This design comes from an exercise in tuning for small area on the open sky130 flow, not from production work.
In this exercise RTL edits were held to simulation tests only and were not proved equivalent to the original.
Power and IR drop assume default switching activity.

job 8178:
Design map_loader, start of the top module:
module map_loader #(
   parameter int LANES = 5,
   parameter int ROWS  = 100
) (
   input  logic        clk_i,
   input  logic        rst_n_i,
   input  logic        start_i,
   input  logic        in_valid_i,
   output logic        in_ready_o,
   input  logic [2:0]  in_cell_i,
   input  logic        in_last_i,
   output logic        busy_o,
   output logic        done_o,
   output logic        err_o,
   output logic        map_valid_o,
   output logic [10:0] len_o,
   input  logic [2:0]  rd_x_i,
   input  logic [6:0]  rd_y_i,
   output logic [2:0]  rd_state_o,
   output logic [11:0] rd_rgb_o
);
Size: about 2000 cells after synthesis, ~860 flip-flops, about 49 I/O pins, about 0.025 mm2 of cells after synthesis.
Settings: LEC_CHECK=0, CAP_MARGIN=10, CORE_MARGIN=2, CORE_UTILIZATION=72, GPL_TIMING_DRIVEN=0, SLEW_MARGIN=10; clock period 10.0 ns.
standard.sh (not shown) runs the stock make flow with config.mk's settings and CLKGATE_MAP_FILE= SYNTH_SCRIPT=/design/flow/synth_recipe.tcl, a recipe that flattens the netlist after the stock synthesis.
==> flow/flow/run.sh <==
#!/bin/bash
# Own layout flow: the standard ORFS flow, with three changes.
#  1. Synthesis is the standard flow's own script (synth_recipe.tcl) with its combinational mapping
#     changed (see synth_area.tcl): ABC maps for area, and adders are not pre-extracted.
#     Registers are mapped by dfflibmap before this, so they are the standard synthesis's.
#  2. Clock tree synthesis runs without dummy loads, with larger sink clusters (15 sinks,
#     60 um) driven by clkbuf_8 buffers.
#  3. Ports are buffered with buf_1 cells (every input and output still gets its buffer).
# Every tool's output goes to a log file in this work folder (and ORFS's own logs under orfs/).
set -euo pipefail
W=$(pwd)
export FLOW_SYNTH_TCL="$W/synth_recipe.tcl"
export FLOW_ABC_SCRIPT="$W/flow/area.abc"
export BUFFER_PORTS_ARGS="-buffer_cell sky130_fd_sc_hd__buf_1"
export CTS_ARGS="-sink_clustering_enable -repair_clock_nets -dont_use_dummy_load -buf_list sky130_fd_sc_hd__clkbuf_8 -sink_clustering_size 15 -sink_clustering_max_diameter 60"

make -C "$FLOW_HOME" DESIGN_CONFIG="$W/config.mk" WORK_HOME="$W/orfs" CLKGATE_MAP_FILE= \
   SYNTH_SCRIPT="$W/flow/synth_area.tcl" synth > "$W/synth_make.log" 2>&1
bash "$W/standard.sh" finish > "$W/standard_make.log" 2>&1
test -s "$W/out/final.def"
==> flow/flow/area.abc <==
strash; &get -n; &fraig -x; &put; scorr; dc2; strash; &get -n; &dch -f; &nf -R 1000; &put; strash; &get -n; &dch -f; &nf -R 1000; &put; strash; &get -n; &dch -f; &nf -R 1000; &put; strash; &get -n; &dch -f; &nf -R 1000; &put;
==> flow/flow/synth_area.tcl <==
# synth_recipe.tcl with two changes to the combinational mapping (registers are mapped by
# dfflibmap before either step, so they are exactly the standard synthesis's):
#  - ABC runs flow/area.abc (Yosys's default liberty script with four rounds of area-oriented
#    &dch/&nf mapping) in place of ORFS's script; ORFS's -D delay target and the -constr file
#    that makes ABC buffer and upsize are dropped.
#  - extract_fa is skipped, so adders are left to ABC as plain logic.
proc abc {args} {
   set keep {}
   for {set i 0} {$i < [llength $args]} {incr i} {
      set a [lindex $args $i]
      if {$a eq "-script" || $a eq "-D" || $a eq "-constr"} { incr i; continue }
      lappend keep $a
   }
   yosys abc -script $::env(FLOW_ABC_SCRIPT) {*}$keep
}
proc extract_fa {args} { puts "extract_fa skipped" }
source $::env(FLOW_SYNTH_TCL)
diff inputs: job 8178 => job 1449
--- a/flow/design.v
+++ b/flow/design.v
@@ -27,19 +27,18 @@
    logic [4:0]        s_q;               
    logic [4:0]        ph_q;              
    logic [NR-1:0][7:0]    acc_q;
    logic [NR*RL-1:0][7:0] ring_q;        
    logic       illegal, final_cell;
    logic [1:0] cval;
    logic [7:0] acc_cur, acc_next;
-   logic [7:0] row;                
    assign illegal    = in_cell_i > 3'd2;
    assign cval       = illegal ? 2'd0 : in_cell_i[1:0];
    assign final_cell = in_last_i || (x_q == 3'd4 && j_q == 3'd4 && s_q == 5'd19);
-   assign acc_cur    = row;    
+   assign acc_cur    = acc_q[j_q];
    logic [4:0] badd;
    logic [3:0] a_hi;
    always_comb begin
       case ({x_q[1:0], cval})
          4'b00_01: badd = 5'd1;
          4'b00_10: badd = 5'd2;
          4'b01_01: badd = 5'd3;
@@ -117,14 +116,15 @@
    logic [2:0]  rj;                  
    logic [4:0]  rs;                  
    logic [5:0]  rd_d;
    logic [4:0]  rd_pos;
    logic        rd_ok, rd_byp;
    logic [RL-1:0] pos_oh;
    logic [NR-1:0][7:0] ring_row;
+   logic [7:0]  row;
    logic [1:0]  rd_q;
    logic [1:0]  trit;
    always_comb begin
       case (rd_y_i)
          7'd0: begin rs = 5'd0; rj = 3'd0; end
          7'd1: begin rs = 5'd0; rj = 3'd1; end
          7'd2: begin rs = 5'd0; rj = 3'd2; end
@@ -257,26 +257,24 @@
    end
    assign rd_d   = 6'(ph_q) + 6'd19 - 6'(rs);
    assign rd_pos = (rd_d >= 6'd20) ? 5'(rd_d - 6'd20) : 5'(rd_d);
    logic [7:0] rd_dist;
    assign rd_dist = {1'b0, len_o[6:0]} - 8'd1 - {1'b0, rd_y_i};
    assign rd_ok   = map_valid_o && rd_x_i < 3'd5 && !rd_dist[7];
    assign rd_byp  = rd_dist[6:0] <= 7'd4;
-   logic [2:0] rd_j;
-   assign rd_j    = busy_q ? j_q : rj;
    always_comb begin
       for (int k = 0; k < RL; k++) pos_oh[k] = rd_pos == 5'(k);
       for (int j = 0; j < NR; j++) begin
          ring_row[j] = '0;
          for (int k = 0; k < RL; k++)
             ring_row[j] = ring_row[j] | ({8{pos_oh[k]}} & ring_q[j*RL+k]);
       end
       row = '0;
       for (int j = 0; j < NR; j++)
-         if (rd_j == 3'(j)) row = (busy_q || rd_byp) ? acc_q[j] : ring_row[j];
+         if (rj == 3'(j)) row = rd_byp ? acc_q[j] : ring_row[j];
    end
    always_ff @(posedge clk_i) begin
       if (!rst_n_i || !rd_ok) rd_q <= 2'd0;
       else                    rd_q <= trit;
    end
    logic       esc;
    logic [4:0] dec_b;
==> notes.md <==
In terms of aggregate negative setup slack, job 8178 and job 1449 differ only marginally.
From job 8178 to job 1449 the numbers moved as follows: number of non-clock buffers in the layout higher, netlist area before placement higher.
Changes observed in job 1449 relative to job 8178: reported leakage power went up by about 1.1%, number of buffers inserted during clock tree synthesis barely changed.
The number of multi-input logic gates of job 1449 exceeds that of job 8178 by 14.

* * *

Setup of beta:
map_loader, a different RTL version from the one above (not shown whole).
For scale: roughly 26000 µm² of cells after synthesis.
clock: 10.0 ns
lec_check: 0
cap_margin: 10
core_margin: 2
core_utilization: 55
gpl_timing_driven: 0
slew_margin: 10
==> flow/flow/run.sh <==
#!/bin/bash
# Own layout flow: the standard ORFS flow, with two changes.
#  1. Synthesis is the standard flow's own script (synth_recipe.tcl) with its combinational mapping
#     changed (see synth_area.tcl): ABC maps for area, and adders are not pre-extracted.
#     Registers are mapped by dfflibmap before this, so they are the standard synthesis's.
#  3. Ports are buffered with buf_1 cells.
#  2. Clock tree synthesis runs without dummy loads, with larger sink clusters (25 sinks,
#     80 um) driven by clkbuf_16 leaf buffers.
# Every tool's output goes to a log file in this work folder (and ORFS's own logs under orfs/).
set -euo pipefail
W=$(pwd)
export FLOW_SYNTH_TCL="$W/synth_recipe.tcl"
export BUFFER_PORTS_ARGS="-buffer_cell sky130_fd_sc_hd__buf_1"
export CTS_ARGS="-sink_clustering_enable -repair_clock_nets -dont_use_dummy_load -buf_list sky130_fd_sc_hd__clkbuf_16 -sink_clustering_size 25 -sink_clustering_max_diameter 80"

make -C "$FLOW_HOME" DESIGN_CONFIG="$W/config.mk" WORK_HOME="$W/orfs" CLKGATE_MAP_FILE= \
   SYNTH_SCRIPT="$W/flow/synth_area.tcl" synth > "$W/synth_make.log" 2>&1
bash "$W/standard.sh" finish > "$W/standard_make.log" 2>&1
test -s "$W/out/final.def"
==> flow/flow/synth_area.tcl <==
# synth_recipe.tcl with two changes to the combinational mapping (registers are mapped by
# dfflibmap before either step, so they are exactly the standard synthesis's):
#  - ABC runs Yosys's default liberty script (area-oriented &nf): drop ORFS's -script, its -D
#    delay target and the -constr file that makes ABC buffer and upsize.
#  - extract_fa is skipped, so adders are left to ABC as plain logic.
proc abc {args} {
   set keep {}
   for {set i 0} {$i < [llength $args]} {incr i} {
      set a [lindex $args $i]
      if {$a eq "-script" || $a eq "-D" || $a eq "-constr"} { incr i; continue }
      lappend keep $a
   }
   yosys abc {*}$keep
}
proc extract_fa {args} { puts "extract_fa skipped" }
source $::env(FLOW_SYNTH_TCL)
#### Input delta (delta over beta)
diff --git a/flow/design.v b/flow/design.v
--- a/flow/design.v
+++ b/flow/design.v
@@ -116,16 +116,16 @@
    logic [2:0]  rj;                  
    logic [4:0]  rs;                  
    logic [5:0]  rd_d;
    logic [4:0]  rd_pos;
    logic        rd_ok, rd_byp;
    logic [RL-1:0] pos_oh;
    logic [NR-1:0][7:0] ring_row;
-   logic [7:0]  row;
-   logic [1:0]  rd_q;
+   logic [7:0]  row, row_q;
+   logic [2:0]  lane_q;
    logic [1:0]  trit;
    always_comb begin
       case (rd_y_i)
          7'd0: begin rs = 5'd0; rj = 3'd0; end
          7'd1: begin rs = 5'd0; rj = 3'd1; end
          7'd2: begin rs = 5'd0; rj = 3'd2; end
          7'd3: begin rs = 5'd0; rj = 3'd3; end
@@ -267,26 +267,31 @@
             ring_row[j] = ring_row[j] | ({8{pos_oh[k]}} & ring_q[j*RL+k]);
       end
       row = '0;
       for (int j = 0; j < NR; j++)
          if (rj == 3'(j)) row = rd_byp ? acc_q[j] : ring_row[j];
    end
    always_ff @(posedge clk_i) begin
-      if (!rst_n_i || !rd_ok) rd_q <= 2'd0;
-      else                    rd_q <= trit;
+      if (!rst_n_i || !rd_ok) begin
+         row_q  <= 8'd0;
+         lane_q <= 3'd0;
+      end else begin
+         row_q  <= row;
+         lane_q <= rd_x_i;
+      end
    end
    logic       esc;
    logic [4:0] dec_b;
    logic [2:0] dec_a;
    logic [1:0] dig_b, dig_a;
-   assign esc   = row[4:2] == 3'b111;
-   assign dec_b = esc ? {row[7:5], row[1:0]} : row[4:0];
-   assign dec_a = row[7:5];
+   assign esc   = row_q[4:2] == 3'b111;
+   assign dec_b = esc ? {row_q[7:5], row_q[1:0]} : row_q[4:0];
+   assign dec_a = row_q[7:5];
    always_comb begin
-      case ({rd_x_i[1:0], dec_b})
+      case ({lane_q[1:0], dec_b})
          7'd1: dig_b = 2'd1;
          7'd2: dig_b = 2'd2;
          7'd4: dig_b = 2'd1;
          7'd5: dig_b = 2'd2;
          7'd7: dig_b = 2'd1;
          7'd8: dig_b = 2'd2;
          7'd10: dig_b = 2'd1;
@@ -358,15 +363,15 @@
          7'd118: dig_b = 2'd2;
          7'd119: dig_b = 2'd2;
          7'd120: dig_b = 2'd2;
          7'd121: dig_b = 2'd2;
          7'd122: dig_b = 2'd2;
          default: dig_b = 2'd0;
       endcase
-      case ({rd_x_i[0], esc, dec_a})
+      case ({lane_q[0], esc, dec_a})
          5'd3: dig_a = 2'd1;
          5'd4: dig_a = 2'd1;
          5'd5: dig_a = 2'd1;
          5'd6: dig_a = 2'd2;
          5'd7: dig_a = 2'd2;
          5'd8: dig_a = 2'd2;
          5'd9: dig_a = 2'd2;
@@ -387,18 +392,18 @@
          5'd27: dig_a = 2'd2;
          5'd28: dig_a = 2'd2;
          5'd29: dig_a = 2'd2;
          5'd30: dig_a = 2'd2;
          5'd31: dig_a = 2'd2;
          default: dig_a = 2'd0;
       endcase
-      trit = rd_x_i[2] | (rd_x_i[1] & rd_x_i[0]) ? dig_a : dig_b;
+      trit = lane_q[2] | (lane_q[1] & lane_q[0]) ? dig_a : dig_b;
    end
    assign in_ready_o  = busy_q;
    assign busy_o      = busy_q;
    assign done_o      = done_q;
    assign err_o       = err_q;
    assign map_valid_o = !busy_q && !(s_q[4] && s_q[3]);
    assign len_o       = {4'd0, 7'({s_q, 2'b00} + 7'(s_q) + 7'(j_q) + 7'd1)};
-   assign rd_state_o  = {1'b0, rd_q};
-   assign rd_rgb_o    = {{4{|rd_q}}, {4{rd_q[1]}}, 4'h0};
+   assign rd_state_o  = {1'b0, trit};
+   assign rd_rgb_o    = {{4{|trit}}, {4{trit[1]}}, 4'h0};
 endmodule
[summary]
NOTE wire length beta->delta decreased by a few percent. Taking beta as the reference, in delta tightest hold margin moved down; fill cell instance count of the final layout moved down; mux cell area share after synthesis moved down; switching power moved down; count of buffers added by post-CTS timing repair for setup moved down. Compared to beta, delta shows a wider setup margin. For critical path depth, dividing the value from beta by the value from delta gives 1.3. delta | status: complete | timing, DRC, antenna: pass. beta closes out successfully: all stages finished, all timing, DRC and antenna checks passed. delta against beta: register-to-register slack has increased, total power lower, design area higher, non-clock buffer count increased 59.

* * *

map_loader again, from the RTL that the note above started with.
export LEC_CHECK = 0
export CAP_MARGIN = 10
export CORE_MARGIN = 2
export CORE_UTILIZATION = 66
export GPL_TIMING_DRIVEN = 0
export SLEW_MARGIN = 10
create_clock -name core_clock -period 10.0 [get_ports {clk_i}]
==> flow/flow/run.sh <==
#!/bin/bash
# Own layout flow: the standard ORFS flow, with three changes.
#  1. Synthesis is the standard flow's own script (synth_recipe.tcl) with its combinational mapping
#     changed (see synth_area.tcl): ABC maps for area, and adders are not pre-extracted.
#     Registers are mapped by dfflibmap before this, so they are the standard synthesis's.
#  2. Clock tree synthesis runs without dummy loads, with larger sink clusters (15 sinks,
#     60 um) driven by clkbuf_8 buffers.
#  3. Ports are buffered with buf_1 cells (every input and output still gets its buffer).
# Every tool's output goes to a log file in this work folder (and ORFS's own logs under orfs/).
set -euo pipefail
W=$(pwd)
export FLOW_SYNTH_TCL="$W/synth_recipe.tcl"
export FLOW_ABC_SCRIPT="$W/flow/area.abc"
export BUFFER_PORTS_ARGS="-buffer_cell sky130_fd_sc_hd__buf_1"
export CTS_ARGS="-sink_clustering_enable -repair_clock_nets -dont_use_dummy_load -buf_list sky130_fd_sc_hd__clkbuf_8 -sink_clustering_size 15 -sink_clustering_max_diameter 60"

make -C "$FLOW_HOME" DESIGN_CONFIG="$W/config.mk" WORK_HOME="$W/orfs" CLKGATE_MAP_FILE= \
   SYNTH_SCRIPT="$W/flow/synth_area.tcl" synth > "$W/synth_make.log" 2>&1
bash "$W/standard.sh" finish > "$W/standard_make.log" 2>&1
test -s "$W/out/final.def"
==> flow/flow/synth_area.tcl <==
# synth_recipe.tcl with two changes to the combinational mapping (registers are mapped by
# dfflibmap before either step, so they are exactly the standard synthesis's):
#  - ABC runs flow/area.abc (Yosys's default liberty script with four rounds of area-oriented
#    &dch/&nf mapping) in place of ORFS's script; ORFS's -D delay target and the -constr file
#    that makes ABC buffer and upsize are dropped.
#  - extract_fa is skipped, so adders are left to ABC as plain logic.
proc abc {args} {
   set keep {}
   for {set i 0} {$i < [llength $args]} {incr i} {
      set a [lindex $args $i]
      if {$a eq "-script" || $a eq "-D" || $a eq "-constr"} { incr i; continue }
      lappend keep $a
   }
   yosys abc -script $::env(FLOW_ABC_SCRIPT) {*}$keep
}
proc extract_fa {args} { puts "extract_fa skipped" }
source $::env(FLOW_SYNTH_TCL)
Scripts as last shown in full above: flow/flow/area.abc
Change:
--- a/flow/design.v
+++ b/flow/design.v
@@ -252,18 +252,20 @@
          7'd124: begin rs = 5'd24; rj = 3'd4; end
          7'd125: begin rs = 5'd25; rj = 3'd0; end
          7'd126: begin rs = 5'd25; rj = 3'd1; end
          7'd127: begin rs = 5'd25; rj = 3'd2; end
       endcase
    end
    assign rd_d   = 6'(ph_q) + 6'd19 - 6'(rs);
    assign rd_pos = (rd_d >= 6'd20) ? 5'(rd_d - 6'd20) : 5'(rd_d);
-   assign rd_ok  = map_valid_o && rd_x_i < 3'd5 && (rs < s_q || (rs == s_q && rj <= j_q));
-   assign rd_byp = rs == slot[rj];
+   logic [7:0] rd_dist;
+   assign rd_dist = {1'b0, len_o[6:0]} - 8'd1 - {1'b0, rd_y_i};
+   assign rd_ok   = map_valid_o && rd_x_i < 3'd5 && !rd_dist[7];
+   assign rd_byp  = rd_dist[6:0] <= 7'd4;
    always_comb begin
       for (int k = 0; k < RL; k++) pos_oh[k] = rd_pos == 5'(k);
       for (int j = 0; j < NR; j++) begin
          ring_row[j] = '0;
          for (int k = 0; k < RL; k++)
             ring_row[j] = ring_row[j] | ({8{pos_oh[k]}} & ring_q[j*RL+k]);
       end
       row = '0;
What happened:
- The changed run ran to the end with no violations
- worst setup slack gains 0.15 ns
- first-iteration DRC count shrinks by 9.0%
- power grows by 1.7%
- utilization grows by 0.79 points
- wire length stays flat
- fmax grows by 1.6%
- sequential share of layout area grows by 0.65 points
- via count shrinks by 0.79%
- count of clock-buffer cells in the layout shrinks by 1
- synthesized area shrinks by 1.2%

## separate check: timing with driven ports
In the flow no input, the clock included, has a driving cell. The finished layouts below were timed again as built, in two steps.
Step 1 (the two cells are an assumption about what drives the block):
set clk [get_ports {clk_i}]
set_driving_cell -lib_cell sky130_fd_sc_hd__clkbuf_16 $clk
set_driving_cell -lib_cell sky130_fd_sc_hd__buf_2 [delete_from_list [all_inputs] $clk]
Step 2, shift: input delay + t, output delay - t, t = (earliest + latest rising clock arrival at the registers) / 2. This alone moves slack from input paths to output paths.
Three values: no drivers, after step 1, after step 2; two values: the first two.
| run | shift t [ns] | setup slack, ns | worst data-port slew with drivers (ns) |
|---|---|---|---|
| job 8178 | 0.673 | 0.533 / 0.562 / -0.111 | 0.03 |
| job 1449 | 0.690 | 0.577 / 0.610 / -0.080 | 0.05 |
| beta | 0.614 | 0.214 / 0.246 / -0.368 | 0.06 |
| delta | 0.632 | 1.439 / 1.474 / 0.842 | 0.07 |
| the first run of note 3 | 0.679 | 0.533 / 0.574 / -0.105 | 0.06 |
| the second run of note 3 | 0.691 | 0.681 / 0.718 / 0.028 | 0.03 |
Met with ideal ports but missed after step 2: setup timing in job 8178, job 1449, beta and the first run of note 3. The setup slack of job 1449, which loses most, moves by +0.033 ns with the drivers and by -0.657 ns with both steps.
